Context: an optimization exercise on an open-source flow, tuned for small area, a short achievable clock period and few clock cycles per item. The choices shown serve that exercise and are no tape-out recipe.
Where RTL was checked, it was by simulation tests only, not by an equivalence proof against the original.
The RTL of runs 4 to 6 was laid out without a check of its function.

## design.v

```verilog
package sm3Pkg;
	typedef logic [31:0] wordT;
	typedef struct packed {
		wordT a;
		wordT b;
		wordT c;
		wordT d;
		wordT e;
		wordT f;
		wordT g;
		wordT h;
	} stateT;
	localparam int numRounds = 64;
	localparam int lowRounds = 16;
	localparam wordT tLow  = 32'h79cc4519;
	localparam wordT tHigh = 32'h7a879d8a;
	function automatic wordT rotl(input wordT x, input int n);
		rotl = (x << n) | (x >> (32 - n));
	endfunction
	function automatic wordT p0(input wordT x);
		p0 = x ^ rotl(x, 9) ^ rotl(x, 17);
	endfunction
	function automatic wordT p1(input wordT x);
		p1 = x ^ rotl(x, 15) ^ rotl(x, 23);
	endfunction
endpackage
module sm3RoundCtrl (
	input  logic       clk,
	input  logic       enable,
	input  logic       start,
	output logic       accept,
	output logic       high,
	output logic       lastRound,
	output logic       lowLast,
	output logic       busy,
	output logic       done
);
	logic [5:0] roundCnt;
	assign accept    = start & ~busy;
	assign lastRound = busy & (roundCnt == 6'd63);
	assign high      = roundCnt[5] | roundCnt[4];
	assign lowLast   = roundCnt == 6'd15;
	always_ff @(posedge clk or posedge enable) begin
		if (enable) begin
			busy     <= 1'b0;
			done     <= 1'b0;
			roundCnt <= '0;
		end else begin
			done <= lastRound;
			if (accept) begin
				busy     <= 1'b1;
				roundCnt <= '0;
			end else if (busy) begin
				roundCnt <= roundCnt + 1'b1;
				if (lastRound) begin
					busy <= 1'b0;
				end
			end
		end
	end
endmodule
module sm3MsgExpand (
	input  logic          clk,
	input  logic          accept,
	input  logic [511:0]  block,
	output sm3Pkg::wordT  wNext,
	output sm3Pkg::wordT  wNextPrime
);
	logic [511:0] window;
	sm3Pkg::wordT mix;
	sm3Pkg::wordT nextWord;
	always_comb begin
		mix      = window[511:480] ^ window[287:256] ^ sm3Pkg::rotl(window[95:64], 15);
		nextWord = sm3Pkg::p1(mix) ^ sm3Pkg::rotl(window[415:384], 7) ^ window[191:160];
	end
	always_ff @(posedge clk) begin
		if (accept) begin
			window <= block;
		end else begin
			window <= {window[479:0], nextWord};
		end
	end
	assign wNext      = window[479:448];
	assign wNextPrime = window[479:448] ^ window[351:320];
endmodule
module sm3RoundState (
	input  logic              clk,
	input  logic              enable,
	input  logic              accept,
	input  logic              high,
	input  logic              lastRound,
	input  logic              lowLast,
	input  sm3Pkg::stateT     chainIn,
	input  logic [511:0]      block,
	input  sm3Pkg::wordT      wNext,
	input  sm3Pkg::wordT      wNextPrime,
	output sm3Pkg::stateT     chainOut
);
	sm3Pkg::stateT st;
	sm3Pkg::stateT savedChain;
	sm3Pkg::stateT nextSt;
	sm3Pkg::stateT finalSt;
	sm3Pkg::wordT tj;
	sm3Pkg::wordT a12;
	sm3Pkg::wordT ss1;
	sm3Pkg::wordT ss2;
	sm3Pkg::wordT ffv;
	sm3Pkg::wordT ggv;
	sm3Pkg::wordT x1;
	sm3Pkg::wordT x2;
	sm3Pkg::wordT tt1;
	sm3Pkg::wordT tt2;
	sm3Pkg::wordT dIn;
	sm3Pkg::wordT dW;
	sm3Pkg::wordT hIn;
	sm3Pkg::wordT hW;
	always_comb begin
		a12 = sm3Pkg::rotl(st.a, 12);
		ss1 = sm3Pkg::rotl(a12 + st.e + tj, 7);
		ss2 = ss1 ^ a12;
		if (high) begin
			ffv = (st.a & st.b) | (st.a & st.c) | (st.b & st.c);
			ggv = (st.e & st.f) | (~st.e & st.g);
		end else begin
			ffv = st.a ^ st.b ^ st.c;
			ggv = st.e ^ st.f ^ st.g;
		end
		x1  = ffv + st.d;
		x2  = ggv + st.h;
		tt1 = x1 + ss2;
		tt2 = x2 + ss1;
	end
	always_comb begin
		if (accept) begin
			dIn = chainIn.d;
			dW  = block[511:480] ^ block[383:352];
			hIn = chainIn.h;
			hW  = block[511:480];
		end else begin
			dIn = st.c;
			dW  = wNextPrime;
			hIn = st.g;
			hW  = wNext;
		end
	end
	always_comb begin
		nextSt.a = tt1;
		nextSt.b = st.a;
		nextSt.c = sm3Pkg::rotl(st.b, 9);
		nextSt.d = dIn + dW;
		nextSt.e = sm3Pkg::p0(tt2);
		nextSt.f = st.e;
		nextSt.g = sm3Pkg::rotl(st.f, 19);
		nextSt.h = hIn + hW;
	end
	always_comb begin
		finalSt   = nextSt;
		finalSt.d = st.c;
		finalSt.h = st.g;
	end
	always_ff @(posedge clk) begin
		if (accept) begin
			st.a <= chainIn.a;
			st.b <= chainIn.b;
			st.c <= chainIn.c;
			st.e <= chainIn.e;
			st.f <= chainIn.f;
			st.g <= chainIn.g;
			tj   <= sm3Pkg::tLow;
		end else begin
			st.a <= nextSt.a;
			st.b <= nextSt.b;
			st.c <= nextSt.c;
			st.e <= nextSt.e;
			st.f <= nextSt.f;
			st.g <= nextSt.g;
			if (lowLast) begin
				tj <= sm3Pkg::rotl(sm3Pkg::tHigh, 16);
			end else begin
				tj <= sm3Pkg::rotl(tj, 1);
			end
		end
		st.d <= nextSt.d;
		st.h <= nextSt.h;
	end
	always_ff @(posedge clk) begin
		if (accept) begin
			savedChain <= chainIn;
		end
	end
	always_ff @(posedge clk or posedge enable) begin
		if (enable) begin
			chainOut <= '0;
		end else if (lastRound) begin
			chainOut <= finalSt ^ savedChain;
		end
	end
endmodule
module sm3Compress (
	input  logic          clk,
	input  logic          enable,
	input  logic          start,
	input  logic [255:0]  chainIn,
	input  logic [511:0]  block,
	output logic [255:0]  chainOut,
	output logic          busy,
	output logic          done
);
	logic         accept;
	logic         high;
	logic         lastRound;
	logic         lowLast;
	sm3Pkg::wordT wNext;
	sm3Pkg::wordT wNextPrime;
	sm3RoundCtrl u_ctrl (
		.clk       (clk),
		.enable    (enable),
		.start     (start),
		.accept    (accept),
		.high      (high),
		.lastRound (lastRound),
		.lowLast   (lowLast),
		.busy      (busy),
		.done      (done)
	);
	sm3MsgExpand u_expand (
		.clk        (clk),
		.accept     (accept),
		.block      (block),
		.wNext      (wNext),
		.wNextPrime (wNextPrime)
	);
	sm3RoundState u_round (
		.clk        (clk),
		.enable     (enable),
		.accept     (accept),
		.high       (high),
		.lastRound  (lastRound),
		.lowLast    (lowLast),
		.chainIn    (chainIn),
		.block      (block),
		.wNext      (wNext),
		.wNextPrime (wNextPrime),
		.chainOut   (chainOut)
	);
endmodule
```

## run.sh

```bash
#!/bin/bash
# synth_recipe.tcl (not shown) runs the flow's synth.tcl, then flattens the netlist and writes it again
# the make line also repeats each setting of config.mk as NAME=value (left out here)
make -C /OpenROAD-flow-scripts/flow DESIGN_CONFIG=/design/flow/config.mk WORK_HOME=/design/flow/orfs CLKGATE_MAP_FILE= SYNTH_SCRIPT=/design/flow/synth_recipe.tcl finish
```

## config.mk

```make
export PLATFORM = sky130hd
export DESIGN_NAME = sm3Compress
export DESIGN_NICKNAME = sm3Compress
export VERILOG_FILES = /design/flow/design.v
export SDC_FILE = /design/flow/constraint.sdc
export NUM_CORES = 4
export LEC_CHECK = 0
export CAP_MARGIN = 20
export CORE_MARGIN = 2
export CORE_UTILIZATION = 40
export PLACE_DENSITY = 0.6
export SLEW_MARGIN = 20
```

## constraint.sdc

```tcl
create_clock -name core_clock -period 10.0 [get_ports {clk}]
set_input_delay 2.0000 -clock core_clock [delete_from_list [all_inputs] [get_ports {clk}]]
set_output_delay 2.0000 -clock core_clock [all_outputs]
set_load 0.01 [all_outputs]
```

==> metrics.md, run 1 <==
| Metric | Value |
|---|---|
| Startpoint Class | `flop` |
| XOR/XNOR Fraction of Synth Area | `11.50%` |
| Relative max-transition margin | `27.17%` |
| Ys Warns | `3` |
| Mapped Area | `60100 um2` |
| FP Rows | `142` |
| GP Congestion | `0.9801` |
| Max Freq | `124.1 MHz` |
| Nets | `8611` |
| Initial core utilization | `40.18%` |
| Initial antenna violation count | `49` |
| Slowest stage cell, crit path | `fa_1` |
| # IOs | `1029` |
| Avg Cell Area, Syn | `9.086 um2` |
| First-pass GRT wire length | `354.4 mm` |
| Most frequent CP cell | `fa_1` |
| Post-synthesis cell count | `6615` |
| CTS sink count | `1320` |
| Number of H-tree levels | `4` |
| WL per Instance | `26.70 um` |
| Mux cell area share after synthesis | `0.8077%` |
| Count of cell types in the netlist | `79` |
| Worst path required time | `10.69 ns` |
| CTS tree | `built` |
| Worst-path maximum fanout | `4` |
| Status | `complete, no violations` |
| Top-area cell type share of the netlist area | `26.65%` |
| Tcrit/Tclk final | `80.59%` |
| Synth Flop Type | `dfxtp_1` |
| Yosys top cell by area | `dfxtp_1` |
| Combinational family with the most area after synthesis | `simple AND/OR/NAND/NOR gates` |
| Final Max Slew Viols | `0` |
| Die height | `391.6 um` |
| Die area | `153400 um2` |
| Via count | `49660` |
| CP Capture Type | `flop` |
| Final HPWL DP | `207.6 mm` |
| Most common cell in the netlist | `nand2_1` |
| Via density | `5.110` |
| Measured slew at the worst slew-check pin | `1.091 ns` |
| Number of synthesized flops with an enable pin | `256` |
| Hold buffer count at cts | `0` |
| Post-layout minimum cycle time | `8.059 ns` |
| Post-synth top cells | `nand2_1 (2663), dfxtp_1 (800), xnor2_1 (602)` |
| DR iter-0 viols | `4720` |
| # setup viols final | `0` |
| Register area | `30310 um2` |
| Synth Area in Adders | `7.515%` |
| Chip Width | `391.6 um` |
| Worst min path class | `flop to flop` |
| Min Hold Slack | `0.4068 ns` |
| Clock-pin slew on the worst setup and hold paths | `0.06 ns` |
| First drt pass iteration count | `6` |
| Pin count of the biggest net entering global routing | `236` |
| Slowest stage delay, CP | `0.56 ns` |
| Clock skew after layout | `0.03272 ns` |
| Unrepaired setup endpoints after global routing | `no` |
| Multi-input logic area | `28450 um2` |
| IO buf count | `1028` |
| Post-DRT Antenna Nets | `0` |
| Gr ovfl total | `0` |
| Setup tns final | `0 ns` |
| Synth Area in Simple Gates | `19.37%` |
| Count of maximum capacitance violations | `0` |
| Crit Path Class | `flop to flop` |
| Overall routing resource usage | `33.00%` |
| Post-synthesis sequential area ratio | `50.43%` |
| Asr flop ratio synth | `20.00%` |
| Resized Gates After CTS | `0` |
| FF+latch count, synth | `1320` |
| Syn Nets | `7669` |
| Detailed Route WL | `259.4 mm` |
| Layout cells sized above 1 | `4.115%` |
| Dominant cells by area after synthesis | `dfxtp_1 (27%), nand2_1 (17%), edfxtp_1 (13%), dfrtp_1 (11%), xnor2_1 (8.8%)` |
| Core ar. | `149600 um2` |
| CTS root buffer | `clkbuf_16` |
| Compound-Gate Fraction of Synth Area | `8.106%` |
| Clock latency (worst-skew pair) | `0.78 ns` |
| Final Hold Fails | `0` |
| Vias in the first global route | `47330` |
| Area growth from synthesis to layout | `28.77%` |
| CTS Buf Count | `148` |
| Max clock buf depth | `3` |
| Setup bufs post-CTS | `0` |
| Crit path DAT | `8.75 ns` |
| Layout fillers | `14080` |
| Residual DRC | `0` |
==> worst paths after layout <==
kind	endpoint	cells after the start	from	slack [ns]
max in group asynchronous	u_round.chainOut[25]$_DFFE_PP0P_	3	enable	6.75
worst max register to register	u_round.chainOut[255]$_DFFE_PP0P_	28	u_round.st[245]$_DFF_P_	1.94
worst min register to register	u_expand.window[46]$_DFF_P_	2	u_expand.window[14]$_DFF_P_	0.41
worst max-delay path	u_round.chainOut[255]$_DFFE_PP0P_	28	u_round.st[245]$_DFF_P_	1.94
min in group asynchronous	u_round.chainOut[207]$_DFFE_PP0P_	2	enable	1.79
worst min-delay path	u_expand.window[46]$_DFF_P_	2	u_expand.window[14]$_DFF_P_	0.41
==> kinds of logic (layout without fill, tap and decap cells) <==
kind of cell             Yosys count  count (layout)
multiplexers                      47              47
flip-flops                      1320            1320
AO/OA/AOI/OAI                    830             830
adder cells (fa/ha/maj)          283             283
AND/OR/NAND/NOR                 2996            2996
buffers and inverters            364            1429
other                              0              21
XOR/XNOR                         775             775
==> state kept, by name, indices dropped and copies added, names as in the netlist <==
name,count
u_round.chainOut,256
u_ctrl.busy,1
u_ctrl.done,1
u_round.savedChain,256
u_expand.window,512
u_ctrl.roundCnt,6
u_round.st,256
u_round.tj,32
==> metal layers <==
metal	global-route usage [%]	wire length [um]	up-vias
met5	0	172	-
met4	13.97	11760	28
met3	5.804	18620	408
met2	55.35	124200	2081
met1	41.83	104700	23850
li1	-	-	23290
==> through the flow <==
stage          instances  utilization, %  worst slack, ns  cell area, um2
2_1_floorplan       6615               -           0.7314           60100
3_3_place_gp        9423           48.34            2.057           72320
3_5_place_dp        9423           48.34            2.025           72320
4_1_cts             9696           51.70            1.987           77340
5_1_grt             9709           51.72            1.486           77370
6_report            9717           51.73            1.941           77390
==> area by class of cell <==
cell class / instances / share of cell area (%)
diodes: 21 / 0.06790
repair buffers: 1072 / 13.84
clock buffers: 219 / 5.552
multi-input cells: 4931 / 36.76
flip-flops and latches: 1320 / 39.16
well taps: 2016 / 3.259
clock inverters: 54 / 0.9361
inverters: 84 / 0.4268
==> cells in the final DEF, fill, tap and decap left out, types with 12 or more instances in the layout <==
cell,instances
clkbuf_1,44
xor2_1,163
dfrtp_1,264
xnor2_1,602
a211oi_1,15
clkbuf_16,153
clkdlybuf4s50_1,1028
nor2_1,153
clkbuf_8,22
o21a_1,23
edfxtp_1,256
nand2b_1,13
nand2_1,2663
a21oi_1,152
o21bai_1,23
diode_2,21
and3_1,27
clkinv_2,20
dfxtp_1,800
ha_1,153
bufinv_16,14
or3_1,14
nand3_1,35
a21o_1,63
buf_4,37
inv_1,82
mux2i_1,35
fa_1,130
mux2_2,12
nor3_1,31
o21ai_0,451
==> worst max-delay path, delay by kind of cell, from the launching register on <==
family                     cells  cell delay, ns
and+or+nand+nor                3            0.62
AOI/OAI and AO/OA             14            3.41
buffers and inverters          2            0.20
DFF                            1            0.49
xor gates and xnor gates       3            0.86
adders and majority gates      6            2.41
Testbench counts, summed over its fixed seeds: cycles 12,488, blocks 192.
==> run 2: changes to the inputs <==
--- a/config.mk
+++ b/config.mk
@@ -9,4 +9,5 @@
 export CORE_MARGIN = 2
 export CORE_UTILIZATION = 40
 export PLACE_DENSITY = 0.6
+export SETUP_SLACK_MARGIN = 5
 export SLEW_MARGIN = 20
==> metrics.md, run 2 <==
| Metric | Value |
|---|---|
| Routed metal-1 wirelength | `107.9 mm (+3.0%)` |
| CTS root buffer | `clkbuf_16` |
| Fin area | `82300 um2 (+6.3%)` |
| CTS sink count | `1320 (unchanged)` |
| FP Rows | `142 (unchanged)` |
| Slowest stage cell, crit path | `fa_1` |
| Final HPWL DP | `211.8 mm (+2.0%)` |
| Count of cell types in the netlist | `79 (unchanged)` |
| Met2 routed WL | `130.7 mm (+5.3%)` |
| Vias in the first global route | `48890 (+3.3%)` |
| Min Hold Slack | `0.4133 ns (+0.006505 ns)` |
| Final Instance Count excl. Fillers | `9877 (+1.6%)` |
| Crit path DAT | `7.21 ns (-1.54 ns)` |
| Pin count of the biggest net entering global routing | `225 (-4.7%)` |
| Layout cells sized above 1 | `11.00% (+6.9 points)` |
| Yosys top cell by area | `dfxtp_1` |
| Largest register FFs | `512 (unchanged)` |
| IO buf count | `1028 (unchanged)` |
| Syn Nets | `7669 (unchanged)` |
| Number of H-tree levels | `4 (unchanged)` |
| Buf+Inv Stages, Crit Path | `4 (+2)` |
| Crit Path Class | `flop to flop` |
| Delay-heaviest family, CP | `compound AO/OA/AOI/OAI gates` |
| Detailed Route WL | `272.8 mm (+5.2%)` |
| Status | `complete, no violations` |
| Mapped Area | `60100 um2 (unchanged)` |
| Residual DRC | `0 (unchanged)` |
| Setup tns final | `0 ns (unchanged)` |
| Number of synthesized flops with an enable pin | `256 (unchanged)` |
| CTS Buf Count | `146 (-1.4%)` |
| Asr flop ratio synth | `20.00% (unchanged)` |
| Post-layout minimum cycle time | `6.545 ns (-1.514 ns)` |
| Multi-input logic area | `31380 um2 (+10%)` |
| Initial antenna violation count | `50 (+2.0%)` |
| Via count | `50790 (+2.3%)` |
| Slowest stage delay, CP | `0.51 ns (-0.05 ns)` |
| Post-synthesis sequential area ratio | `50.43% (unchanged)` |
| Placed Cells | `9422 (-0.011%)` |
| Reg with most FFs | `u_expand.window` |
| Dominant cells by area after synthesis | `dfxtp_1 (27%), nand2_1 (17%), edfxtp_1 (13%), dfrtp_1 (11%), xnor2_1 (8.8%)` |
| Final Hold Fails | `0 (unchanged)` |
| GP Congestion | `0.9591 (-2.1%)` |
| # IOs | `1029 (unchanged)` |
| Final Max Slew Viols | `0 (unchanged)` |
| Synth Flop Type | `dfxtp_1` |
| Core ar. | `149600 um2 (unchanged)` |
| Nets | `8771 (+1.9%)` |
| Count of maximum capacitance violations | `0 (unchanged)` |
| Tcrit/Tclk final | `65.45% (-15 points)` |
| Max Freq | `152.8 MHz (+23%)` |
| Avg Cell Area, Syn | `9.086 um2 (unchanged)` |
| Highest metal used | `met5` |
| Overall routing resource usage | `34.40% (+1.4 points)` |
| CTS tree | `built` |
| Initial core utilization | `40.18% (unchanged)` |
| Clock-pin slew on the worst setup and hold paths | `0.06 ns (about the same)` |
| Register area | `30400 um2 (+0.31%)` |
| FF+latch count, synth | `1320 (unchanged)` |
| Post-synth top cells | `nand2_1 (2663), dfxtp_1 (800), xnor2_1 (602)` |
| Most frequent cells in the layout | `nand2_1 (2632), clkdlybuf4s50_1 (1025), dfxtp_1 (756)` |
| CP Capture Type | `flop` |
| Most common cell in the netlist | `nand2_1` |
| # setup viols final | `0 (unchanged)` |
| Area growth from synthesis to layout | `36.93%` |
| Chip Width | `391.6 um (unchanged)` |
| Worst-path maximum fanout | `5 (+1)` |
| Post-synthesis cell count | `6615 (unchanged)` |
| Die area | `153400 um2 (unchanged)` |
| Ys Warns | `3 (unchanged)` |
| Worst min path class | `flop to flop` |
| Most common cell after layout, fill and taps aside | `nand2_1` |
| Via density | `5.142 (+0.62%)` |
| Final worst slack | `3.455 ns (+1.514 ns)` |
| Worst path required time | `10.66 ns (-0.03 ns)` |
| WL per Instance | `27.62 um (+3.5%)` |
| Setup slack at placement | `2.704 ns (+0.6791 ns)` |
| DR iter-0 viols | `4342 (-8.0%)` |
| Die height | `391.6 um (unchanged)` |
| Relative max-transition margin | `29.27% (+2.1 points)` |
| Layout fillers | `13590 (-3.5%)` |
| Hold buffer count at cts | `0 (unchanged)` |
| Clock latency (worst-skew pair) | `0.81 ns (+0.03 ns)` |
| Top-area cell type share of the netlist area | `26.65% (unchanged)` |
| First-pass GRT wire length | `368.1 mm (+3.9%)` |
| Clock skew after layout | `0.03739 ns (+0.004664 ns)` |
| Startpoint Class | `flop` |
| Post-DRT Antenna Nets | `0 (unchanged)` |
| Unrepaired setup endpoints after global routing | `yes` |
| First drt pass iteration count | `6 (unchanged)` |
| Placed Area | `72740 um2 (+0.58%)` |
| Met3 routed WL | `19.08 mm (+2.5%)` |
| Measured slew at the worst slew-check pin | `1.061 ns (-0.02997 ns)` |
| Gr ovfl total | `0 (unchanged)` |
| Max clock buf depth | `3 (unchanged)` |
[run 2: layout make-up]
type / count / share of cell area [%]
Multi-Input combinational cell: 4933 / 38.12
Clock buffer: 199 / 5.058
Tap cell: 2016 / 3.065
Antenna cell: 22 / 0.06689
Inverter: 84 / 0.4166
Timing Repair Buffer: 1231 / 15.42
Clock inverter: 71 / 0.8955
Sequential cell: 1320 / 36.94
Timing Repair inverter: 1 / 0.01064
[run 2: logic make-up (layout without fill, tap and decap cells)]
family / count (synthesis) / count (layout) / share of synthesized area, %
AOI/OAI and AO/OA: 830 / 830 / 8.106
xor gates and xnor gates: 775 / 775 / 11.50
adders and majority gates: 283 / 283 / 7.515
buffers and inverters: 364 / 1586 / 2.273
DFF: 1320 / 1320 / 50.43
muxes: 47 / 47 / 0.8077
other: 0 / 22 / 0
and+or+nand+nor: 2996 / 2998 / 19.37
[run 2: through the flow]
stage / utilization, %
after global routing: 55.00
after detailed placement: 48.62
after floorplan: -
final: 55.01
after global placement: 48.62
after CTS: 53.88
[run 2: worst paths after layout]
kind                                              startpoint                                 to  slack (ns)  cells after the start
max in group asynchronous                             enable  u_round.chainOut[144]$_DFFE_PP0P_        6.28                      4
worst min register to register  u_expand.window[251]$_DFF_P_       u_expand.window[283]$_DFF_P_        0.41                      2
min in group asynchronous                             enable  u_round.chainOut[103]$_DFFE_PP0P_        1.71                      2
worst max-delay path                 u_round.st[245]$_DFF_P_  u_round.chainOut[112]$_DFFE_PP0P_        3.46                     28
worst min-delay path            u_expand.window[251]$_DFF_P_       u_expand.window[283]$_DFF_P_        0.41                      2
worst max register to register       u_round.st[245]$_DFF_P_  u_round.chainOut[112]$_DFFE_PP0P_        3.46                     28
[run 2: what timing repair did]
action | 4_1_cts | 5_1_grt
setup buffers | 87 | 59
pin swaps | 169 | 166
endpoints found under the setup margin | 424 | 138
resized for setup | 354 | 212
endpoints found under the hold margin | 0 | 0
cloned | 12 | 4
[run 2: worst register-to-register path: cells and delay by family, from the launching register on]
kind | cells | cell delay, ns
and+or+nand+nor | 2 | 0.28
adders and majority gates | 5 | 1.82
AOI/OAI and AO/OA | 13 | 2.41
xor gates and xnor gates | 3 | 0.91
muxes | 1 | 0.26
buffers and inverters | 4 | 0.38
DFF | 1 | 0.38
[run 2: layer usage]
layer | global-route usage [%] | vias up
met5 | 0 | -
met4 | 17.28 | 20
met3 | 5.669 | 478
met2 | 57.26 | 2160
met1 | 43.16 | 24540
li1 | - | 23590
==> run 3: changes to the inputs <==
--- a/config.mk
+++ b/config.mk
@@ -5,6 +5,7 @@
 export SDC_FILE = /design/flow/constraint.sdc
 export NUM_CORES = 4
 export LEC_CHECK = 0
+export ABC_CLOCK_PERIOD_IN_PS = 4000
 export CAP_MARGIN = 20
 export CORE_MARGIN = 2
 export CORE_UTILIZATION = 40
==> metrics.md, run 3 <==
| Metric | Value |
|---|---|
| Top-area cell type share of the netlist area | `26.65% (unchanged)` |
| Crit path DAT | `7.21 ns (about the same)` |
| Startpoint Class | `flop` |
| Final Instance Count excl. Fillers | `9877 (unchanged)` |
| DR iter-0 viols | `4342 (unchanged)` |
| Largest register FFs | `512 (unchanged)` |
| FP Rows | `142 (unchanged)` |
| Clock latency (worst-skew pair) | `0.81 ns (about the same)` |
| Synth Flop Type | `dfxtp_1` |
| Initial antenna violation count | `50 (unchanged)` |
| Slowest stage delay, CP | `0.51 ns (about the same)` |
| Most common cell after layout, fill and taps aside | `nand2_1` |
| Post-synth top cells | `nand2_1 (2663), dfxtp_1 (800), xnor2_1 (602)` |
| WL per Instance | `27.62 um (unchanged)` |
| Yosys top cell by area | `dfxtp_1` |
| Post-synthesis sequential area ratio | `50.43% (unchanged)` |
| Worst r2r path cells | `28 (unchanged)` |
| # IOs | `1029 (unchanged)` |
| Nets | `8771 (unchanged)` |
| Relative max-transition margin | `29.27% (unchanged)` |
| Clock-pin slew on the worst setup and hold paths | `0.06 ns (about the same)` |
| Core ar. | `149600 um2 (unchanged)` |
| CP Capture Type | `flop` |
| Hold Path Depth | `2 (unchanged)` |
| CTS root buffer | `clkbuf_16` |
| GP Congestion | `0.9591 (unchanged)` |
| Setup tns final | `0 ns (unchanged)` |
| First-pass GRT wire length | `368.1 mm (unchanged)` |
| First drt pass iteration count | `6 (unchanged)` |
| Worst min path class | `flop to flop` |
| CTS tree | `built` |
| Count of cell types in the netlist | `79 (unchanged)` |
| Dominant cells by area after synthesis | `dfxtp_1 (27%), nand2_1 (17%), edfxtp_1 (13%), dfrtp_1 (11%), xnor2_1 (8.8%)` |
| Most common cell in the netlist | `nand2_1` |
| Worst-path maximum fanout | `5 (unchanged)` |
| Clock skew after layout | `0.03739 ns (unchanged)` |
| Gr ovfl total | `0 (unchanged)` |
| Measured slew at the worst slew-check pin | `1.061 ns (unchanged)` |
| Final Hold Fails | `0 (unchanged)` |
| Via count | `50790 (unchanged)` |
| Buf+Inv Stages, Crit Path | `4 (unchanged)` |
| Number of synthesized flops with an enable pin | `256 (unchanged)` |
| Unrepaired setup endpoints after global routing | `yes` |
| Worst path depth | `28 (unchanged)` |
| CTS sink count | `1320 (unchanged)` |
| Overall routing resource usage | `34.40% (unchanged)` |
| Residual DRC | `0 (unchanged)` |
| Post-DRT Antenna Nets | `0 (unchanged)` |
| Via density | `5.142 (unchanged)` |
| Slowest stage cell, crit path | `fa_1` |
| Max Freq | `152.8 MHz (unchanged)` |
| CTS Buf Count | `146 (unchanged)` |
| Most frequent cells in the layout | `nand2_1 (2632), clkdlybuf4s50_1 (1025), dfxtp_1 (756)` |
| Area growth from synthesis to layout | `36.93% (unchanged)` |
| Vias in the first global route | `48890 (unchanged)` |
| Worst path required time | `10.66 ns (about the same)` |
| Final HPWL DP | `211.8 mm (unchanged)` |
| Avg Cell Area, Syn | `9.086 um2 (unchanged)` |
| Number of H-tree levels | `4 (unchanged)` |
| Status | `complete, no violations` |
| Final Max Slew Viols | `0 (unchanged)` |
| Layout cells sized above 1 | `11.00% (unchanged)` |
| # setup viols final | `0 (unchanged)` |
| Asr flop ratio synth | `20.00% (unchanged)` |
| Post-synthesis cell count | `6615 (unchanged)` |
| Count of maximum capacitance violations | `0 (unchanged)` |
| IO buf count | `1028 (unchanged)` |
| Initial core utilization | `40.18% (unchanged)` |
| Die height | `391.6 um (unchanged)` |
| Ys Warns | `3 (unchanged)` |
| Syn Nets | `7669 (unchanged)` |
| Die area | `153400 um2 (unchanged)` |
| Crit Path Class | `flop to flop` |
| Placed Cells | `9422 (unchanged)` |
| Chip Width | `391.6 um (unchanged)` |
| Detailed Route WL | `272.8 mm (unchanged)` |
| Delay-heaviest family, CP | `compound AO/OA/AOI/OAI gates` |
| Post-layout util | `55.01% (unchanged)` |
| Tcrit/Tclk final | `65.45% (unchanged)` |
| FF+latch count, synth | `1320 (unchanged)` |
| Reg with most FFs | `u_expand.window` |
| Hold buffer count at cts | `0 (unchanged)` |
| Mapped Area | `60100 um2 (unchanged)` |
| Post-layout minimum cycle time | `6.545 ns (unchanged)` |
| Pin count of the biggest net entering global routing | `225 (unchanged)` |
| Max clock buf depth | `3 (unchanged)` |
run 3: cell counts after synthesis:
No cell type changed its count.
run 3: final cells by class:
type,count,area [um2]
fill,13590,67300
clock inverter,71,737.0
multi-input combinational,4933,31380
clock buffer,199,4163
sequential,1320,30400
antenna,22,55.05
timing repair buffer,1231,12690
tap,2016,2522
inverter,84,342.8
timing repair inverter,1,8.758
run 3: layer usage:
layer / track usage, % / share of wire [%] / vias to the layer above / routed length, um
met5: 0 / 0.053 / - / 144
met1: 43.16 / 40 / 24540 / 107900
li1: - / - / 23590 / -
met2: 57.26 / 48 / 2160 / 130700
met3: 5.669 / 7.0 / 478 / 19080
met4: 17.28 / 5.5 / 20 / 14990
run 3: repair_timing:
action,CTS,global route
setup endpoints to repair,424,138
resized for setup,354,212
setup buffers,87,59
cloned,12,4
pin swaps,169,166
run 3: worst reg2reg max path, delay by kind of cell (launching register included):
family                     cells  cell delay [ns]
AOI/OAI and AO/OA             13             2.41
xor gates and xnor gates       3             0.91
adders and majority gates      5             1.82
buffers and inverters          4             0.38
DFF                            1             0.38
muxes                          1             0.26
and+or+nand+nor                2             0.28
run 3: final timing paths:
| check | startpoint | to | slack, ns |
|---|---|---|---|
| max | u_round.st[245]$_DFF_P_ | u_round.chainOut[112]$_DFFE_PP0P_ | 3.46 |
| min in group asynchronous | enable | u_round.chainOut[103]$_DFFE_PP0P_ | 1.71 |
| max reg2reg | u_round.st[245]$_DFF_P_ | u_round.chainOut[112]$_DFFE_PP0P_ | 3.46 |
| min reg2reg | u_expand.window[251]$_DFF_P_ | u_expand.window[283]$_DFF_P_ | 0.41 |
| max in group asynchronous | enable | u_round.chainOut[144]$_DFFE_PP0P_ | 6.28 |
| min | u_expand.window[251]$_DFF_P_ | u_expand.window[283]$_DFF_P_ | 0.41 |
run 3: kinds of logic (layout without fill, tap and decap cells):
logic type,Yosys count,count (layout),share of synthesized area (%)
AO/OA/AOI/OAI,830,830,8.106
XOR/XNOR,775,775,11.50
adder cells (fa/ha/maj),283,283,7.515
buffers and inverters,364,1586,2.273
flip-flops,1320,1320,50.43
multiplexers,47,47,0.8077
other,0,22,0
AND/OR/NAND/NOR,2996,2998,19.37
run 3: per-stage QoR:
step / worst slack, ns / hold WS (ns) / cell area (um2)
after floorplan: 4.065 / 0.3988 / 60540
after global placement: 2.758 / 0.4036 / 72740
after detailed placement: 2.704 / 0.4048 / 72740
after CTS: 3.467 / 0.4132 / 80600
after global routing: 3.244 / 0.4244 / 82280
final: 3.455 / 0.4133 / 82300
==> run 4: changes to the inputs <==
--- a/design.v
+++ b/design.v
@@ -23,6 +23,34 @@
 	function automatic wordT p1(input wordT x);
 		p1 = x ^ rotl(x, 15) ^ rotl(x, 23);
 	endfunction
+	function automatic wordT add2(input wordT x, input wordT y);
+		logic [31:0] p;
+		logic [31:0] g;
+		logic [31:0] gp;
+		logic [31:0] pp;
+		int          k;
+		p  = x ^ y;
+		g  = x & y;
+		gp = g;
+		pp = p;
+		for (int l = 0; l < 5; l++) begin
+			for (int j = 0; j < 32; j++) begin
+				if (((j >> l) & 1) == 1) begin
+					k = ((j >> (l + 1)) << (l + 1)) + (1 << l) - 1;
+					gp[j] = gp[j] | (pp[j] & gp[k]);
+					pp[j] = pp[j] & pp[k];
+				end
+			end
+		end
+		add2 = p ^ {gp[30:0], 1'b0};
+	endfunction
+	function automatic wordT add3(input wordT x, input wordT y, input wordT z);
+		wordT s;
+		wordT c;
+		s = x ^ y ^ z;
+		c = (x & y) | (x & z) | (y & z);
+		add3 = add2(s, {c[30:0], 1'b0});
+	endfunction
 endpackage
 module sm3RoundCtrl (
 	input  logic       clk,
@@ -116,7 +144,7 @@
 	sm3Pkg::wordT hW;
 	always_comb begin
 		a12 = sm3Pkg::rotl(st.a, 12);
-		ss1 = sm3Pkg::rotl(a12 + st.e + tj, 7);
+		ss1 = sm3Pkg::rotl(sm3Pkg::add3(a12, st.e, tj), 7);
 		ss2 = ss1 ^ a12;
 		if (high) begin
 			ffv = (st.a & st.b) | (st.a & st.c) | (st.b & st.c);
@@ -125,10 +153,10 @@
 			ffv = st.a ^ st.b ^ st.c;
 			ggv = st.e ^ st.f ^ st.g;
 		end
-		x1  = ffv + st.d;
-		x2  = ggv + st.h;
-		tt1 = x1 + ss2;
-		tt2 = x2 + ss1;
+		x1  = sm3Pkg::add2(ffv, st.d);
+		x2  = sm3Pkg::add2(ggv, st.h);
+		tt1 = sm3Pkg::add2(x1, ss2);
+		tt2 = sm3Pkg::add2(x2, ss1);
 	end
 	always_comb begin
 		if (accept) begin
@@ -147,11 +175,11 @@
 		nextSt.a = tt1;
 		nextSt.b = st.a;
 		nextSt.c = sm3Pkg::rotl(st.b, 9);
-		nextSt.d = dIn + dW;
+		nextSt.d = sm3Pkg::add2(dIn, dW);
 		nextSt.e = sm3Pkg::p0(tt2);
 		nextSt.f = st.e;
 		nextSt.g = sm3Pkg::rotl(st.f, 19);
-		nextSt.h = hIn + hW;
+		nextSt.h = sm3Pkg::add2(hIn, hW);
 	end
 	always_comb begin
 		finalSt   = nextSt;
==> flow/run.sh (new file) <==
#!/bin/bash
set -e
export BUFFER_PORTS_ARGS="-buffer_cell sky130_fd_sc_hd__buf_1"
bash standard.sh > standard.log 2>&1
==> standard.sh (new file) <==
#!/bin/bash
# synth_recipe.tcl (not shown) runs the flow's synth.tcl, then flattens the netlist and writes it again
# the make line also repeats each setting of config.mk as NAME=value (left out here)
make -C /OpenROAD-flow-scripts/flow DESIGN_CONFIG=/design/flow/config.mk WORK_HOME=/design/flow/orfs CLKGATE_MAP_FILE= SYNTH_SCRIPT=/design/flow/synth_recipe.tcl "${@:-finish}"
--- a/config.mk
+++ b/config.mk
@@ -5,7 +5,6 @@
 export SDC_FILE = /design/flow/constraint.sdc
 export NUM_CORES = 4
 export LEC_CHECK = 0
-export ABC_CLOCK_PERIOD_IN_PS = 4000
 export CAP_MARGIN = 20
 export CORE_MARGIN = 2
 export CORE_UTILIZATION = 40
removed: run.sh
==> metrics.md, run 4 <==
| Metric | Value |
|---|---|
| Status | `complete, no violations` |
| Synth Flop Type | `dfxtp_1` |
| Tcrit/Tclk final | `61.36% (-4.1 points)` |
| IO buf count | `1028 (unchanged)` |
| CTS sink count | `1320 (unchanged)` |
| WL per Instance | `26.93 um (-2.5%)` |
| Max clock buf depth | `3 (unchanged)` |
| CTS root buffer | `clkbuf_16` |
| First-pass GRT wire length | `354.5 mm (-3.7%)` |
| CP Capture Type | `flop` |
| CTS tree | `built` |
| CTS Buf Count | `149 (+2.1%)` |
| Crit Path Class | `flop to flop` |
| DR iter-0 viols | `4091 (-5.8%)` |
| Count of cell types in the netlist | `75 (-5.1%)` |
| Final HPWL DP | `199.9 mm (-5.6%)` |
| Slowest stage delay, CP | `0.51 ns (about the same)` |
| Ys Warns | `3 (unchanged)` |
| Core ar. | `147700 um2 (-1.3%)` |
| Chip Width | `389.6 um (-0.52%)` |
| Post-layout util | `51.02% (-4.0 points)` |
| Via density | `5.177 (+0.68%)` |
| GP Congestion | `0.9427 (-1.7%)` |
| R2R Path Start | `u_ctrl.roundCnt[4]$_DFFE_PP0P_` |
| Top-area cell type share of the netlist area | `26.93% (+0.28 points)` |
| Yosys top cell by area | `dfxtp_1` |
| Crit path DAT | `6.78 ns (-0.43 ns)` |
| Worst R2R End | `u_round.chainOut[103]$_DFFE_PP0P_` |
| Delay-heaviest family, CP | `compound AO/OA/AOI/OAI gates` |
| Die height | `389.6 um (-0.52%)` |
| Worst R2R Setup Slack | `3.86 ns (+0.41 ns)` |
| Most common cell after layout, fill and taps aside | `nand2_1` |
| Initial antenna violation count | `39 (-22%)` |
| Gr ovfl total | `0 (unchanged)` |
| Relative max-transition margin | `25.22% (-4.1 points)` |
| Count of maximum capacitance violations | `0 (unchanged)` |
| Via count | `50570 (-0.43%)` |
| Hold_sp | `u_expand.window[229]$_DFF_P_` |
| Layout fillers | `13970 (+2.8%)` |
| Setup tns final | `0 ns (unchanged)` |
| Max Freq | `163.0 MHz (+6.7%)` |
| Most frequent cells in the layout | `nand2_1 (2509), buf_1 (1027), dfxtp_1 (767)` |
| Post-synthesis sequential area ratio | `50.96% (+0.53 points)` |
| Most common cell in the netlist | `nand2_1` |
| Number of H-tree levels | `4 (unchanged)` |
| Clock latency (worst-skew pair) | `0.82 ns (about the same)` |
| FF+latch count, synth | `1320 (unchanged)` |
| Final Max Slew Viols | `0 (unchanged)` |
| Reg with most FFs | `u_expand.window` |
| Startpoint Class | `flop` |
| Post-DRT Antenna Nets | `0 (unchanged)` |
| Layout cells sized above 1 | `11.84% (+0.85 points)` |
| Hold buffer count at cts | `0 (unchanged)` |
| Hold Path Depth | `2 (unchanged)` |
| Area growth from synthesis to layout | `26.67%` |
| Nets | `8772 (+0.011%)` |
| Worst-path maximum fanout | `6 (+1)` |
| # setup viols final | `0 (unchanged)` |
| Initial core utilization | `40.28% (+0.10 points)` |
| Clock skew after layout | `0.02886 ns (-0.008525 ns)` |
| Worst min path class | `flop to flop` |
| Min Hold Slack | `0.4078 ns (-0.005431 ns)` |
| Worst path required time | `10.65 ns (about the same)` |
| Hold Crit Endpoint | `u_expand.window[261]$_DFF_P_` |
| Dominant cells by area after synthesis | `dfxtp_1 (27%), nand2_1 (16%), edfxtp_1 (13%), dfrtp_1 (11%), xnor2_1 (8.7%)` |
| # IOs | `1029 (unchanged)` |
| Post-synth top cells | `nand2_1 (2543), dfxtp_1 (800), xnor2_1 (592)` |
| Mapped Area | `59480 um2 (-1.0%)` |
| Syn Nets | `7605 (-0.83%)` |
| Worst r2r path cells | `31 (+11%)` |
| Buf+Inv Stages, Crit Path | `3 (-1)` |
| FP Rows | `141 (-0.70%)` |
| Unrepaired setup endpoints after global routing | `yes` |
| Clock-pin slew on the worst setup and hold paths | `0.06 ns (about the same)` |
| Asr flop ratio synth | `20.00% (unchanged)` |
| Die area | `151800 um2 (-1.0%)` |
| Overall routing resource usage | `33.15% (-1.3 points)` |
| Avg Cell Area, Syn | `9.114 um2 (+0.31%)` |
| First drt pass iteration count | `5 (-1)` |
| Vias in the first global route | `48550 (-0.70%)` |
| Measured slew at the worst slew-check pin | `1.122 ns (+0.06077 ns)` |
| Largest register FFs | `512 (unchanged)` |
| Post-synthesis cell count | `6526 (-1.3%)` |
| Number of synthesized flops with an enable pin | `256 (unchanged)` |
| Pin count of the biggest net entering global routing | `237 (+5.3%)` |
| Residual DRC | `0 (unchanged)` |
| Slowest stage cell, crit path | `dfrtp_2` |
| Post-layout minimum cycle time | `6.136 ns (-0.4085 ns)` |
| Final Hold Fails | `0 (unchanged)` |
| Detailed Route WL | `263.1 mm (-3.6%)` |
run 4: what timing repair did:
item                                    4_1_cts  5_1_grt
pin swaps                                   172      168
cloned                                       11       10
endpoints found under the setup margin      171      133
setup buffers                               126       56
gates resized for setup                     376      257
run 4: final cells by class:
cell class              count  area, um2  share of cell area [%]
diodes                     19      47.55                 0.06311
clock buffers             200       4154                   5.514
clock inverters            78      747.0                  0.9915
inverters                 106      431.7                  0.5730
multi-input cells        4841      30620                   40.64
flip-flops and latches   1320      30380                   40.32
well taps                1930       2415                   3.205
repair buffers           1268       6409                   8.506
repair inverters            7      140.1                  0.1860
run 4: kinds of logic after synthesis:
| group | synth area share, % |
|---|---|
| DFF | 50.96 |
| buffers and inverters | 2.331 |
| adders and majority gates | 7.703 |
| xor gates and xnor gates | 11.50 |
| and+or+nand+nor | 19.37 |
| muxes | 0.2903 |
| AOI/OAI and AO/OA | 7.844 |
run 4: routing by layer:
metal / global-route usage, % / wire length [um]
met5: 0 / 178
met4: 16.10 / 14470
met3: 6.285 / 19880
met2: 55.21 / 125400
met1: 41.26 / 103100
run 4: worst register-to-register path, delay by kind of cell (launching register included):
family | cells | cell delay, ns
adder cells (fa/ha/maj) | 3 | 0.74
AO/OA/AOI/OAI | 14 | 2.45
XOR/XNOR | 3 | 0.83
flip-flops | 1 | 0.51
AND/OR/NAND/NOR | 8 | 1.01
buffers and inverters | 3 | 0.45
run 4: worst max-delay path by stage:
stage | cells past startpoint | slack, ns | to | start
2_1_floorplan | 26 | 4.38 | u_round.chainOut[127]$_DFFE_PP0P_ | u_ctrl.roundCnt[4]$_DFFE_PP0P_
3_3_place_gp | 17 | 2.98 | u_round.st[159]$_DFF_P_ | start
3_5_place_dp | 17 | 2.94 | u_round.st[159]$_DFF_P_ | start
4_1_cts | 26 | 3.86 | u_round.chainOut[127]$_DFFE_PP0P_ | u_ctrl.roundCnt[5]$_DFFE_PP0P_
5_1_grt | 30 | 3.64 | u_round.chainOut[103]$_DFFE_PP0P_ | u_ctrl.roundCnt[4]$_DFFE_PP0P_
6_report | 31 | 3.86 | u_round.chainOut[103]$_DFFE_PP0P_ | u_ctrl.roundCnt[4]$_DFFE_PP0P_
run 4: stage by stage:
| stage | cell area [um2] | worst slack (ns) | std cells |
|---|---|---|---|
| detailed placement | 65560 | 2.935 | 9268 |
| global placement | 65560 | 2.985 | 9268 |
| global route | 75310 | 3.636 | 9759 |
| floorplan | 60010 | 4.379 | 6526 |
| CTS | 73320 | 3.860 | 9683 |
| finish | 75340 | 3.864 | 9769 |
==> run 5: changes to the inputs <==
--- a/config.mk
+++ b/config.mk
@@ -5,6 +5,7 @@
 export SDC_FILE = /design/flow/constraint.sdc
 export NUM_CORES = 4
 export LEC_CHECK = 0
+export ABC_AREA = 1
 export CAP_MARGIN = 20
 export CORE_MARGIN = 2
 export CORE_UTILIZATION = 40
==> metrics.md, run 5 <==
| Metric | Value |
|---|---|
| Status | `complete, no violations` |
| Worst-path maximum fanout | `5 (-1)` |
| Placed Area | `66590 um2 (+1.6%)` |
| DR iter-0 viols | `4401 (+7.6%)` |
| IO buf count | `1028 (unchanged)` |
| Largest register FFs | `512 (unchanged)` |
| CTS sink count | `1320 (unchanged)` |
| Compound-Gate Fraction of Synth Area | `7.188% (-0.66 points)` |
| # setup viols final | `0 (unchanged)` |
| Hold Path Depth | `2 (unchanged)` |
| Nets | `9388 (+7.0%)` |
| Detailed Route WL | `269.7 mm (+2.5%)` |
| Post-synthesis sequential area ratio | `49.89% (-1.1 points)` |
| Synth Area in Simple Gates | `21.67% (+2.3 points)` |
| CTS tree | `built` |
| Crit Path Class | `flop to flop` |
| Most common cell in the netlist | `nand2_1` |
| Combinational family with the most area after synthesis | `simple AND/OR/NAND/NOR gates` |
| CTS root buffer | `clkbuf_16` |
| Post-layout minimum cycle time | `5.364 ns (-0.7726 ns)` |
| Ys Warns | `3 (unchanged)` |
| Post-synthesis cell count | `7153 (+9.6%)` |
| Number of H-tree levels | `4 (unchanged)` |
| Mapped Area | `60750 um2 (+2.1%)` |
| # IOs | `1029 (unchanged)` |
| Number of synthesized flops with an enable pin | `256 (unchanged)` |
| Most common cell after layout, fill and taps aside | `nand2_1` |
| Setup tns final | `0 ns (unchanged)` |
| Reg with most FFs | `u_expand.window` |
| Dominant cells by area after synthesis | `dfxtp_1 (26%), nand2_1 (17%), edfxtp_1 (13%), dfrtp_1 (11%), xnor2_1 (4.9%)` |
| Gr ovfl total | `0 (unchanged)` |
| Residual DRC | `0 (unchanged)` |
| Post-DRT Antenna Nets | `0 (unchanged)` |
| Tcrit/Tclk final | `53.64% (-7.7 points)` |
| Chip Width | `393.7 um (+1.0%)` |
| Avg Cell Area, Syn | `8.492 um2 (-6.8%)` |
| Initial core utilization | `40.13% (-0.15 points)` |
| Mux cell area share after synthesis | `0.03296% (-0.26 points)` |
| Worst R2R End | `u_round.chainOut[97]$_DFFE_PP0P_` |
| First-pass GRT wire length | `370.7 mm (+4.6%)` |
| Clock-pin slew on the worst setup and hold paths | `0.06 ns (about the same)` |
| Syn Nets | `8232 (+8.2%)` |
| GP Congestion | `0.9682 (+2.7%)` |
| Worst min path class | `flop to flop` |
| Fin area | `77460 um2 (+2.8%)` |
| Final HPWL DP | `209.5 mm (+4.8%)` |
| Via count | `53300 (+5.4%)` |
| Synth Area in Adders | `7.543% (-0.16 points)` |
| First drt pass iteration count | `8 (+3)` |
| Crit path DAT | `6.01 ns (-0.77 ns)` |
| Worst path required time | `10.65 ns (about the same)` |
| CP Capture Type | `flop` |
| Hold buffer count at cts | `0 (unchanged)` |
| Count of cell types in the netlist | `59 (-21%)` |
| Pin count of the biggest net entering global routing | `213 (-10%)` |
| FP Rows | `143 (+1.4%)` |
| Layout cells sized above 1 | `13.25% (+1.4 points)` |
| Hold_sp | `u_expand.window[446]$_DFF_P_` |
| Die height | `393.7 um (+1.0%)` |
| Max clock buf depth | `3 (unchanged)` |
| FF+latch count, synth | `1320 (unchanged)` |
| Vias in the first global route | `51380 (+5.8%)` |
| XOR/XNOR Fraction of Synth Area | `8.809% (-2.7 points)` |
| Relative max-transition margin | `25.72% (+0.50 points)` |
| Worst R2R Setup Slack | `4.64 ns (+0.77 ns)` |
| Startpoint Class | `flop` |
| Via density | `5.084 (-1.8%)` |
| Asr flop ratio synth | `20.00% (unchanged)` |
| Area growth from synthesis to layout | `27.52%` |
| Yosys top cell by area | `dfxtp_1` |
| Most frequent cells in the layout | `nand2_1 (2559), buf_1 (1027), dfxtp_1 (745)` |
| Measured slew at the worst slew-check pin | `1.114 ns (-0.007499 ns)` |
| Post-synth top cells | `nand2_1 (2729), dfxtp_1 (800), inv_1 (522)` |
| R2R Path Start | `u_ctrl.roundCnt[5]$_DFFE_PP0P_` |
| Unrepaired setup endpoints after global routing | `yes` |
| Core ar. | `151400 um2 (+2.5%)` |
| WL per Instance | `25.73 um (-4.5%)` |
| Final Hold Fails | `0 (unchanged)` |
| Initial antenna violation count | `39 (unchanged)` |
| Clock skew after layout | `0.05149 ns (+0.02263 ns)` |
| Die area | `155000 um2 (+2.1%)` |
| Hold Crit Endpoint | `u_expand.window[478]$_DFF_P_` |
| Count of maximum capacitance violations | `0 (unchanged)` |
| CTS Buf Count | `149 (unchanged)` |
| Final Max Slew Viols | `0 (unchanged)` |
| Overall routing resource usage | `33.74% (+0.60 points)` |
| Top-area cell type share of the netlist area | `26.36% (-0.56 points)` |
| Synth Flop Type | `dfxtp_1` |
| Max Freq | `186.4 MHz (+14%)` |
| Clock latency (worst-skew pair) | `0.82 ns (about the same)` |
| Worst r2r path cells | `23 (-26%)` |
## run 5: cells by family after synthesis
family          Yosys count
simple gates           3327
flops                  1320
compound gates          805
buf+inv                 783
xor+xnor                608
fa+ha+maj               308
mux                       2
## run 5: per-stage QoR
| stage | setup slack (ns) | utilization [%] | hold slack (ns) | instances |
|---|---|---|---|---|
| 4_1_cts | 4.662 | 49.61 | 0.4063 | 10400 |
| 5_1_grt | 4.487 | 51.16 | 0.4332 | 10470 |
| 3_5_place_dp | 3.497 | 43.99 | 0.4075 | 9995 |
| 6_report | 4.636 | 51.18 | 0.4028 | 10480 |
| 3_3_place_gp | 3.452 | 43.98 | 0.4083 | 9994 |
| 2_1_floorplan | 4.516 | - | 0.4030 | 7153 |
## run 5: worst max path at each step
stage	startpoint	end	slack [ns]	cells past startpoint
after floorplan	enable	u_ctrl.busy$_DFF_PP0_	4.52	1
after global placement	start	u_round.st[31]$_DFF_P_	3.45	20
after detailed placement	start	u_round.st[31]$_DFF_P_	3.50	20
after CTS	u_round.st[248]$_DFF_P_	u_round.chainOut[105]$_DFFE_PP0P_	4.66	34
after global routing	u_round.st[248]$_DFF_P_	u_round.chainOut[255]$_DFFE_PP0P_	4.49	44
final	u_ctrl.roundCnt[5]$_DFFE_PP0P_	u_round.chainOut[97]$_DFFE_PP0P_	4.64	23
## run 5: timing repair
item,in CTS,in global routing
buffers inserted,122,60
cloned,10,1
endpoints found under the setup margin,157,149
resized for setup,530,412
pin swaps,163,205
## run 5: cell type report
cell class / count / area, um2
repair inverters: 2 / 17.52
multi-input cells: 5051 / 30820
clock inverters: 59 / 853.3
repair buffers: 1252 / 6315
fillers: 14470 / 73900
diodes: 19 / 47.55
clock buffers: 218 / 4320
flip-flops and latches: 1320 / 30460
well taps: 2030 / 2540
inverters: 533 / 2092
## run 5: per-layer routing
metal  global-route usage, %  part of all wire [%]  up-vias
li1                        -                     -    24940
met5                       0                 0.047        -
met1                   41.56                    39    25530
met2                   57.64                    48     2276
met4                   15.96                   5.5       20
met3                   5.460                   6.9      526
## run 5: critical path: stages, from the launching register on
cell	delay, ns
dfrtp_2	0.44
nor2_4	0.15
buf_12	0.13
buf_12	0.12
buf_16	0.12
nand3_2	0.07
o21ai_2	0.10
xnor2_1	0.09
ha_2	0.19
fa_2	0.40
buf_4	0.15
fa_1	0.39
xor2_1	0.56
ha_4	0.31
a21oi_1	0.18
o21a_4	0.19
o21ai_4	0.08
nand3_4	0.11
nand2_8	0.07
fa_2	0.66
xor2_1	0.21
xor2_1	0.23
xor2_1	0.16
o21ai_1	0.07
==> run 6: changes to the inputs <==
==> run.sh (new file) <==
#!/bin/bash
# synth_recipe.tcl (not shown) runs the flow's synth.tcl, then flattens the netlist and writes it again
# the make line also repeats each setting of config.mk as NAME=value (left out here)
make -C /OpenROAD-flow-scripts/flow DESIGN_CONFIG=/design/flow/config.mk WORK_HOME=/design/flow/orfs CLKGATE_MAP_FILE= SYNTH_SCRIPT=/design/flow/synth_recipe.tcl finish
--- a/config.mk
+++ b/config.mk
@@ -5,7 +5,6 @@
 export SDC_FILE = /design/flow/constraint.sdc
 export NUM_CORES = 4
 export LEC_CHECK = 0
-export ABC_AREA = 1
 export CAP_MARGIN = 20
 export CORE_MARGIN = 2
 export CORE_UTILIZATION = 40
removed: flow/run.sh
removed: standard.sh
==> metrics.md, run 6 <==
| Metric | Value |
|---|---|
| GP Congestion | `0.9630 (-0.54%)` |
| Worst-path maximum fanout | `5 (unchanged)` |
| Yosys top cell by area | `dfxtp_1` |
| First-pass GRT wire length | `360.3 mm (-2.8%)` |
| Hold buffer count at cts | `0 (unchanged)` |
| Clock-pin slew on the worst setup and hold paths | `0.06 ns (about the same)` |
| Layout fillers | `13090 (-9.6%)` |
| Largest register FFs | `512 (unchanged)` |
| Via count | `50380 (-5.5%)` |
| Final Hold Fails | `0 (unchanged)` |
| Post-layout minimum cycle time | `6.170 ns (+0.8058 ns)` |
| Post-synthesis cell count | `6526 (-8.8%)` |
| # IOs | `1029 (unchanged)` |
| Most frequent cells in the layout | `nand2_1 (2505), clkdlybuf4s50_1 (1026), dfxtp_1 (760)` |
| Clock latency (worst-skew pair) | `0.79 ns (-0.03 ns)` |
| Syn Nets | `7605 (-7.6%)` |
| Clock skew after layout | `0.02832 ns (-0.02317 ns)` |
| First drt pass iteration count | `6 (-2)` |
| Ys Warns | `3 (unchanged)` |
| Nets | `8782 (-6.5%)` |
| Slowest stage cell, crit path | `xnor3_2` |
| Final HPWL DP | `203.0 mm (-3.1%)` |
| Status | `complete, no violations` |
| Mapped Area | `59480 um2 (-2.1%)` |
| Crit Path Class | `flop to flop` |
| Post-synth top cells | `nand2_1 (2543), dfxtp_1 (800), xnor2_1 (592)` |
| Most common cell in the netlist | `nand2_1` |
| Initial core utilization | `40.28% (+0.15 points)` |
| Pin count of the biggest net entering global routing | `197 (-7.5%)` |
| Residual DRC | `0 (unchanged)` |
| Final Instance Count excl. Fillers | `9790 (-6.6%)` |
| Post-synthesis sequential area ratio | `50.96% (+1.1 points)` |
| Number of synthesized flops with an enable pin | `256 (unchanged)` |
| Core ar. | `147700 um2 (-2.4%)` |
| Count of cell types in the netlist | `75 (+27%)` |
| CTS Buf Count | `146 (-2.0%)` |
| Top-area cell type share of the netlist area | `26.93% (+0.56 points)` |
| Avg Cell Area, Syn | `9.114 um2 (+7.3%)` |
| Worst R2R Setup Slack | `3.83 ns (-0.81 ns)` |
| Die area | `151800 um2 (-2.1%)` |
| IO buf count | `1028 (unchanged)` |
| Most common cell after layout, fill and taps aside | `nand2_1` |
| CTS tree | `built` |
| Startpoint Class | `flop` |
| CTS root buffer | `clkbuf_16` |
| Crit path DAT | `6.79 ns (+0.78 ns)` |
| Reg with most FFs | `u_expand.window` |
| Post-DRT Antenna Nets | `0 (unchanged)` |
| Dominant cells by area after synthesis | `dfxtp_1 (27%), nand2_1 (16%), edfxtp_1 (13%), dfrtp_1 (11%), xnor2_1 (8.7%)` |
| Chip Width | `389.6 um (-1.0%)` |
| Die height | `389.6 um (-1.0%)` |
| Max Freq | `162.1 MHz (-13%)` |
| Vias in the first global route | `48640 (-5.3%)` |
| Number of H-tree levels | `4 (unchanged)` |
| Tcrit/Tclk final | `61.70% (+8.1 points)` |
| CTS sink count | `1320 (unchanged)` |
| Synth Flop Type | `dfxtp_1` |
| Overall routing resource usage | `33.80% (+0.057 points)` |
| Gr ovfl total | `0 (unchanged)` |
| Unrepaired setup endpoints after global routing | `yes` |
| # setup viols final | `0 (unchanged)` |
| Detailed Route WL | `266.2 mm (-1.3%)` |
| Setup tns final | `0 ns (unchanged)` |
| Area growth from synthesis to layout | `38.03%` |
| CP Capture Type | `flop` |
| Initial antenna violation count | `54 (+38%)` |
| DR iter-0 viols | `4493 (+2.1%)` |
| Placed Cells | `9264 (-7.3%)` |
| Max clock buf depth | `3 (unchanged)` |
| Worst path required time | `10.62 ns (-0.03 ns)` |
| FF+latch count, synth | `1320 (unchanged)` |
| Worst min path class | `flop to flop` |
| Relative max-transition margin | `24.01% (-1.7 points)` |
| Final Max Slew Viols | `0 (unchanged)` |
| Layout cells sized above 1 | `11.77% (-1.5 points)` |
| Slowest stage delay, CP | `0.51 ns (-0.15 ns)` |
| WL per Instance | `27.19 um (+5.7%)` |
| Asr flop ratio synth | `20.00% (unchanged)` |
| Count of maximum capacitance violations | `0 (unchanged)` |
| Via density | `5.146 (+1.2%)` |
| FP Rows | `141 (-1.4%)` |
| Measured slew at the worst slew-check pin | `1.128 ns (+0.01375 ns)` |
-- run 6: final timing paths --
kind / startpoint / endpoint / depth (start not counted)
worst max-delay path: u_ctrl.roundCnt[4]$_DFFE_PP0P_ / u_round.chainOut[99]$_DFFE_PP0P_ / 26
worst min-delay path: u_expand.window[361]$_DFF_P_ / u_expand.window[393]$_DFF_P_ / 2
worst max register to register: u_ctrl.roundCnt[4]$_DFFE_PP0P_ / u_round.chainOut[99]$_DFFE_PP0P_ / 26
worst min register to register: u_expand.window[361]$_DFF_P_ / u_expand.window[393]$_DFF_P_ / 2
max in group asynchronous: enable / u_round.chainOut[136]$_DFFE_PP0P_ / 4
min in group asynchronous: enable / u_round.chainOut[72]$_DFFE_PP0P_ / 2
-- run 6: area by class of cell --
cell class / instances / area, um2 / share of cell area (%)
sequential: 1320 / 30390 / 37.02
timing repair buffer: 1283 / 12910 / 15.73
multi-input combinational: 4840 / 30770 / 37.49
inverter: 106 / 431.7 / 0.5258
antenna: 36 / 90.09 / 0.1097
tap: 1930 / 2415 / 2.941
clock inverter: 45 / 566.8 / 0.6904
clock buffer: 224 / 4355 / 5.305
timing repair inverter: 6 / 152.6 / 0.1859
-- run 6: timing repair --
action / in CTS / in global routing
endpoints found under the hold margin: 0 / 0
setup endpoints to repair: 226 / 134
gates cloned: 14 / 4
gates resized for setup: 463 / 195
pin swaps: 220 / 185
setup buffers: 135 / 67
-- run 6: logic make-up (layout without fill, tap and decap cells) --
| family | after synthesis | count (layout) | share of synthesized area (%) |
|---|---|---|---|
| compound gates | 794 | 794 | 7.844 |
| simple gates | 2947 | 2950 | 19.37 |
| buf+inv | 369 | 1664 | 2.331 |
| other cells | 0 | 36 | 0 |
| flops | 1320 | 1320 | 50.96 |
| mux | 17 | 17 | 0.2903 |
| fa+ha+maj | 308 | 308 | 7.703 |
| xor+xnor | 771 | 771 | 11.50 |
-- run 6: metrics by stage --
stage / hold slack (ns) / setup WS (ns) / utilization [%] / instance area, um2
2_1_floorplan: 0.3988 / 4.379 / - / 60010
3_3_place_gp: 0.4012 / 2.708 / 48.73 / 71960
3_5_place_dp: 0.4044 / 2.652 / 48.73 / 71960
4_1_cts: 0.4130 / 3.829 / 54.46 / 80410
5_1_grt: 0.4255 / 3.645 / 55.58 / 82080
6_report: 0.4064 / 3.830 / 55.60 / 82100
-- run 6: metal layers --
metal | share of wire, % | GRT usage, %
met3 | 7.3 | 6.608
met1 | 39 | 41.98
met2 | 48 | 56.81
met4 | 4.9 | 15.26
met5 | 0.091 | 0
-- run 6: worst max-delay path: cells and delay by family, from the launching register on --
| kind | cells | cell delay [ns] |
|---|---|---|
| muxes | 1 | 0.09 |
| AOI/OAI and AO/OA | 7 | 1.58 |
| and+or+nand+nor | 9 | 1.45 |
| adders and majority gates | 3 | 0.96 |
| DFF | 1 | 0.48 |
| buffers and inverters | 2 | 0.30 |
| xor gates and xnor gates | 4 | 1.12 |

==> afterwards: timing with drivers on the ports <==
In the flow no input, the clock included, has a driving cell. The finished layouts below were timed again as built, in two steps. Step 1, drivers: a clkbuf_16 drives clk and a buf_2 each remaining input, both assumed. Step 2, shift: input delay + t, output delay - t, t = (earliest + latest rising clock arrival at the registers) / 2. This alone moves slack from input paths to output paths. a / b / c = no drivers / after step 1 / after step 2; a / b = the first two.
run | t (ns) | setup slack, ns | worst hold slack (ns) | worst setup path at the end | latest minus earliest clock arrival (ns)
run 1 | 0.843 | 1.941 / 1.941 / 1.941 | 0.407 / 0.407 / 0.407 | register to register | 0.036 / 0.036
run 2 | 0.882 | 3.455 / 3.455 / 3.455 | 0.413 / 0.413 / 0.413 | register to register | 0.038 / 0.038
run 3 | 0.882 | 3.455 / 3.455 / 3.455 | 0.413 / 0.413 / 0.413 | register to register | 0.038 / 0.038
run 4 | 0.881 | 3.864 / 3.864 / 3.864 | 0.408 / 0.408 / 0.408 | register to register | 0.033 / 0.033
run 5 | 0.881 | 4.636 / 4.636 / 4.341 | 0.403 / 0.403 / 0.403 | input to register | 0.056 / 0.055
run 6 | 0.855 | 3.830 / 3.830 / 3.830 | 0.406 / 0.406 / 0.406 | register to register | 0.029 / 0.029
After both steps every run listed still meets setup and hold. The setup slack of run 5, which loses most, moves by 0.000 ns with the drivers and by -0.295 ns with both steps.
